From an optimization exercise on the open Yosys and OpenROAD flow, aimed at small area; shortcuts taken in it are not production practice.
Only simulation tests tie the RTL to the original design; equivalence was not proved.
No activity file was given, so power comes from the tool's default toggle rates.

`flow/design.v`:
```
package dme_pkg;
  typedef enum logic [1:0] {IDLE, ARMED, PAIR} state_e;
  localparam logic MODE_X = 1'b0;
  localparam logic MODE_Y = 1'b1;
  localparam int DEF_SPACING_X   = 12;
  localparam int DEF_SPACING_Y   = 36;
  localparam int DEF_SPACING_TOL = 1;
  localparam int DEF_TIMEOUT     = 4095;
endpackage
module dme_moving_average #(
  parameter int ADC_W    = 12,
  parameter int AVG_LOG2 = 7
) (
  input  logic             clk,
  input  logic             reset,
  input  logic             en,
  input  logic [ADC_W-1:0] in,
  output logic [ADC_W-1:0] out
);
  localparam int DEPTH = 1 << AVG_LOG2;
  localparam int SUM_W = ADC_W + AVG_LOG2;
  logic [DEPTH-1:0][ADC_W-1:0] win_q;
  logic [SUM_W-1:0]            sum_q, sum_d;
  logic [ADC_W-1:0]            out_q;
  assign sum_d = sum_q + SUM_W'(in) - SUM_W'(win_q[DEPTH-1]);
  assign out   = out_q;
  always_ff @(posedge clk) begin
    if (reset) begin
      win_q <= '0;
      sum_q <= '0;
      out_q <= '0;
    end else if (en) begin
      win_q <= {win_q[DEPTH-2:0], in};
      sum_q <= sum_d;
      out_q <= sum_d[SUM_W-1:AVG_LOG2];
    end
  end
endmodule
module dme_pulse_pair_receiver #(
  parameter int CLK_DIV     = 100,
  parameter int ADC_W       = 12,
  parameter int AVG_LOG2    = 7,
  parameter int SPACING_X   = dme_pkg::DEF_SPACING_X,
  parameter int SPACING_Y   = dme_pkg::DEF_SPACING_Y,
  parameter int SPACING_TOL = dme_pkg::DEF_SPACING_TOL,
  parameter int TIMEOUT     = dme_pkg::DEF_TIMEOUT,
  parameter int CNT_W       = 32
) (
  input  logic             clk,
  input  logic             reset,
  input  logic             start,
  input  logic             mode,
  input  logic [ADC_W-1:0] threshold,
  input  logic [ADC_W-1:0] adc_signal,
  output logic             busy,
  output logic [CNT_W-1:0] p1,
  output logic             valid,
  output logic             timeout,
  output logic [ADC_W-1:0] env
);
  localparam int DIV_W = (CLK_DIV > 1) ? $clog2(CLK_DIV) : 1;
  localparam logic [CNT_W-1:0] LO_X = CNT_W'(SPACING_X - SPACING_TOL);
  localparam logic [CNT_W-1:0] HI_X = CNT_W'(SPACING_X + SPACING_TOL);
  localparam logic [CNT_W-1:0] LO_Y = CNT_W'(SPACING_Y - SPACING_TOL);
  localparam logic [CNT_W-1:0] HI_Y = CNT_W'(SPACING_Y + SPACING_TOL);
  localparam logic [CNT_W-1:0] TMO  = CNT_W'(TIMEOUT);
  dme_pkg::state_e           state_q;
  logic [DIV_W-1:0] div_q;
  logic             se, hit, edge_ev, above_q, mode_q;
  logic [CNT_W-1:0] elapsed_q, elapsed_inc, t1_q, p1_q, d, s_lo, s_hi;
  logic             valid_q, timeout_q;
  logic             in_win, tmo_hit;
  dme_moving_average #(.ADC_W(ADC_W), .AVG_LOG2(AVG_LOG2)) u_avg (
    .clk   (clk),
    .reset (reset),
    .en    (se),
    .in    (adc_signal),
    .out   (env)
  );
  assign se          = (div_q == DIV_W'(CLK_DIV - 1));
  assign hit         = (env >= threshold);
  assign edge_ev     = hit & ~above_q;
  assign elapsed_inc = (&elapsed_q) ? elapsed_q : elapsed_q + CNT_W'(1);
  assign d           = elapsed_q - t1_q;
  assign s_lo        = (mode_q == dme_pkg::MODE_Y) ? LO_Y : LO_X;
  assign s_hi        = (mode_q == dme_pkg::MODE_Y) ? HI_Y : HI_X;
  assign in_win      = (d >= s_lo) && (d <= s_hi);
  assign tmo_hit     = (elapsed_q == TMO);
  assign busy    = (state_q != dme_pkg::IDLE);
  assign p1      = p1_q;
  assign valid   = valid_q;
  assign timeout = timeout_q;
  always_ff @(posedge clk) begin
    if (reset) begin
      div_q   <= '0;
      above_q <= 1'b0;
    end else begin
      div_q <= se ? '0 : div_q + DIV_W'(1);
      if (se) above_q <= hit;
    end
  end
  always_ff @(posedge clk) begin
    if (reset) begin
      state_q   <= dme_pkg::IDLE;
      mode_q    <= dme_pkg::MODE_X;
      elapsed_q <= '0;
      t1_q      <= '0;
      p1_q      <= '0;
      valid_q   <= 1'b0;
      timeout_q <= 1'b0;
    end else begin
      valid_q   <= 1'b0;
      timeout_q <= 1'b0;
      unique case (state_q)
        dme_pkg::IDLE: if (start) begin
          state_q   <= dme_pkg::ARMED;
          mode_q    <= mode;
          elapsed_q <= '0;
        end
        dme_pkg::ARMED: if (se) begin
          elapsed_q <= elapsed_inc;
          if (tmo_hit) begin
            timeout_q <= 1'b1;
            state_q   <= dme_pkg::IDLE;
          end else if (edge_ev) begin
            t1_q    <= elapsed_q;
            state_q <= dme_pkg::PAIR;
          end
        end
        dme_pkg::PAIR: if (se) begin
          elapsed_q <= elapsed_inc;
          if (edge_ev && in_win) begin
            p1_q    <= t1_q;
            valid_q <= 1'b1;
            state_q <= dme_pkg::IDLE;
          end else if (tmo_hit) begin
            timeout_q <= 1'b1;
            state_q   <= dme_pkg::IDLE;
          end else if (edge_ev) begin
            t1_q <= elapsed_q;
          end else if (d > s_hi) begin
            state_q <= dme_pkg::ARMED;
          end
        end
        default: state_q <= dme_pkg::IDLE;
      endcase
    end
  end
endmodule
```
`flow/run.sh`:
```
#!/bin/bash
# synth_recipe.tcl (not shown) runs the flow's synth.tcl, then flattens the netlist and writes it again
# the make line also repeats each setting of config.mk as NAME=value (left out here)
make -C /OpenROAD-flow-scripts/flow DESIGN_CONFIG=/design/flow/config.mk WORK_HOME=/design/flow/orfs CLKGATE_MAP_FILE= SYNTH_SCRIPT=/design/flow/synth_recipe.tcl finish
```
`flow/config.mk`:
```
export PLATFORM = sky130hd
export DESIGN_NAME = dme_pulse_pair_receiver
export DESIGN_NICKNAME = dme_pulse_pair_receiver
export VERILOG_FILES = /design/flow/design.v
export SDC_FILE = /design/flow/constraint.sdc
export NUM_CORES = 4
export LEC_CHECK = 0
export CAP_MARGIN = 20
export CORE_MARGIN = 2
export CORE_UTILIZATION = 40
export SLEW_MARGIN = 20
```
`flow/constraint.sdc`:
```
create_clock -name core_clock -period 10.0 [get_ports {clk}]
set_input_delay 2.0000 -clock core_clock [delete_from_list [all_inputs] [get_ports {clk}]]
set_output_delay 2.0000 -clock core_clock [all_outputs]
set_load 0.01 [all_outputs]
```
==> impl_metrics.ini <==
[power_and_ir_drop]
power_switching_uw = 2850
comb_power_share = 0.023
pwr-share-clk = 0.479
seqPwrFrac = 0.498
p_int_uw = 10500
netSwitchingFraction = 0.214
power_leakage_uw = 0.0226
p_per_area_nw_per_um2 = 195
ir_drop_mv = 0.161

[worst_hold_path]
hold_end = u_avg.win_q[954]
hp-class = reg -> reg
hp-start = u_avg.win_q[942]
min_path_cells = 2

[final_layout]
final_net_count = 7652
final_cell_mix = nand2_1 (3,165), dfxtp_1 (1,664), a21oi_1 (1,608)
drive_above_1_share = 0.0436
areaGrowthSynthToFinish_pct = 12.1
final_common_cell = nand2_1
fin_util = 0.451
antennaDiodeCount = 0

[sta]
fmax_ghz = 0.183
period_needed_ns = 5.45
finalSetupViolations = 0
min_period_over_period = 0.545
slew_headroom = 0.192
hold_viol = 0
tightest_slew_ns = 1.21
rsz0062_at_grt = false
hold_ws_ns = 0.423
postLayoutSetupSlackWorst_ns = 4.55
finClkSkew_ns = 0.0336
setup_tns_ns = 0
final_max_slew_viol_count = 0

[placement]
portBuffers = 74
dp_worst_setup_slack_ns = 3.75
place.gp.congestion = 0.822
hpwl_mm = 66.4

[clock_tree]
cts.repair.resized = 0
clk_pin_slew_ns = 0.06
post_cts_buffers = 0
cts_sinks = 1664
cts_tree = built
cts_max_level = 4
cts-buffers-inserted = 175
clockRootBuffer = clkbuf_16
clk_latency_ns = 0.79
hold_buffers = 0
clockBufferDepth = 3

[synth]
synth.distinct_cells = 80
synth_edf_count = 0
synthTopCellsByArea = dfxtp_1 (54%), nand2_1 (19%), a21oi_1 (13%)
ys_seq_elements = 1664
syn_area_um2 = 61200
async_reset_ff_frac = 0
syn_avg_cell_area_um2 = 7.83
netlist_instances = 7813
netlist.area_leader.share = 0.545
yosys_warnings = 2
yosysSeqAreaShare = 0.545
synthFlopType = dfxtp_1
syn-num-nets = 7924
yosys.area.top_type = dfxtp_1

[detailed_routing]
drc = 0
antenna_left = 0
drt_iter0_drc = 3214
wirelength_mm = 118
routedWlPerCell_um = 12.1
via_count = 47600
drtPass1Iterations = 5
via_per_inst = 4.90

[run_status]
status = timing/DRC/antenna clean

[setup_path]
arrival_ns = 6.11
worstSetupPathType = in -> reg
r2r-start = div_q[0]
worst_setup_path_start_kind = input port
crit_fanout = 3
reg2reg_setup_slack_ns = 4.94
r2r_cells = 8
rr_endpoint = u_avg.win_q[557]
crit_path_end_kind = register
worstPathRequired_ns = 10.66

[global_routing]
met3_usage = 0.0244
grt.total_usage = 0.147
top_usage_layer = met2
grtUsageMet2 = 0.257
grt_pass1_vias = 44100
grtUsageMet1 = 0.185
grt_max_degree = 265
antenna_found_initial = 1
grt-ovfl-total = 0
grt_first_pass_wirelength_mm = 202

[die]
start_util = 0.403
boundaryPins = 75
coreArea_um2 = 152000
die_area_um2 = 156000
std_cell_rows = 143
die_y_um = 395
die-width_um = 395

[run]
max_cap_viol_count = 0
==> layout make-up <==
cell class              instances  area (µm²)
clock inverters                53         697
inverters                     111         417
clock buffers                 260        5070
flip-flops and latches       1664       33300
well taps                    2030        2540
multi-input cells            5471       25200
fillers                     14900       83400
repair buffers                118        1260
==> how the worst max path moves through the flow <==
stage                      endpoint  cells past startpoint  slack [ns]     startpoint
finish              u_avg.sum_q[17]                     16        4.55  adc_signal[1]
global route        u_avg.sum_q[17]                     16        4.30  adc_signal[1]
CTS                 u_avg.sum_q[17]                     16        4.59  adc_signal[1]
detailed placement  u_avg.sum_q[17]                     16        3.75  adc_signal[1]
global placement    u_avg.sum_q[17]                     16        3.78  adc_signal[1]
floorplan           u_avg.sum_q[17]                     15        4.66  adc_signal[1]
==> power by group through the flow <==
stage	clock network [µW]	logic (µW)	registers (µW)
detailed placement	0	305	6790
floorplan	0	221	6790
global route	6880	334	6640
CTS	6620	306	6640
global placement	0	304	6790
finish	6390	302	6640
==> per-stage QoR <==
step,area [µm²],total power [µW],cells
floorplan,61200,7010,7813
global route,68500,13900,9707
global placement,62700,7090,9392
detailed placement,62700,7090,9393
finish,68500,13300,9707
CTS,68500,13600,9706
==> logic make-up after synthesis <==
logic type                 Yosys count  share of synthesized area
and+or+nand+nor                   3498                      0.223
AOI/OAI and AO/OA                 1758                      0.150
DFF                               1664                      0.545
buffers and inverters              678                     0.0432
adders and majority gates           83                     0.0186
muxes                               75                     0.0123
xor gates and xnor gates            57                    0.00816
==> flip-flops by register name, indices dropped and copies added, names as in the netlist <==
name / flops
state_q: 2
mode_q: 1
above_q: 1
elapsed_q: 32
valid_q: 1
timeout_q: 1
p1_q: 32
div_q: 7
u_avg.sum_q: 19
u_avg.win_q: 1536
t1_q: 32
==> synthesized netlist by cell type (12+ instances only) <==
| cell | instances |
|---|---|
| and2_1 | 12 |
| nor4_1 | 14 |
| nor2_1 | 147 |
| dfxtp_1 | 1664 |
| nand2_1 | 3165 |
| mux2i_1 | 73 |
| a21o_1 | 20 |
| nor3_1 | 22 |
| a21oi_1 | 1608 |
| nand2b_1 | 12 |
| clkbuf_1 | 535 |
| xnor2_1 | 24 |
| fa_1 | 13 |
| ha_1 | 70 |
| nand4_1 | 14 |
| o21ai_0 | 25 |
| xor2_1 | 33 |
| nand3_1 | 38 |
| inv_1 | 111 |
| buf_4 | 17 |
==> critical path: stages <==
cell,delay (ns)
clkdlybuf4s50_1,0.48
inv_1,0.06
fa_1,0.58
inv_1,0.05
ha_1,0.28
a21o_1,0.18
a21o_1,0.20
a2111oi_0,0.54
o311ai_0,0.32
a21o_1,0.24
a21o_1,0.20
a31oi_1,0.27
o21ai_1,0.15
a31oi_1,0.24
xnor2_1,0.10
a22o_1,0.20
==> routing by layer <==
layer	vias to the layer above	routed length (µm)
li1	24700	-
met1	22200	56600
met2	495	55000
met3	173	3670
met4	0	2350
met5	-	0

## re-timing with driven ports
The flow's constraints put no driver on any port. The routed layout listed below was extracted and timed again, unchanged, in two steps.
Step 1 sets driving cells, clkbuf_16 on the clock port and buf_2 on the other inputs (assumed; they add their load-dependent delay and slew).
Step 2 also shifts input and output timing later by t, the mid clock arrival at the registers, as if the neighbouring blocks saw the same clock.
Slacks: no drivers / after step 1 / after step 2; pairs: no drivers / after step 1.
shift t [ns]: 0.845
slack for setup (ns): 4.549 / 4.600 / 3.755
cell pins on the clock port's net: 1
After both steps setup and hold are still met in this run. For this run, drivers alone change the setup slack by +0.051 ns; drivers and shift together by -0.794 ns.
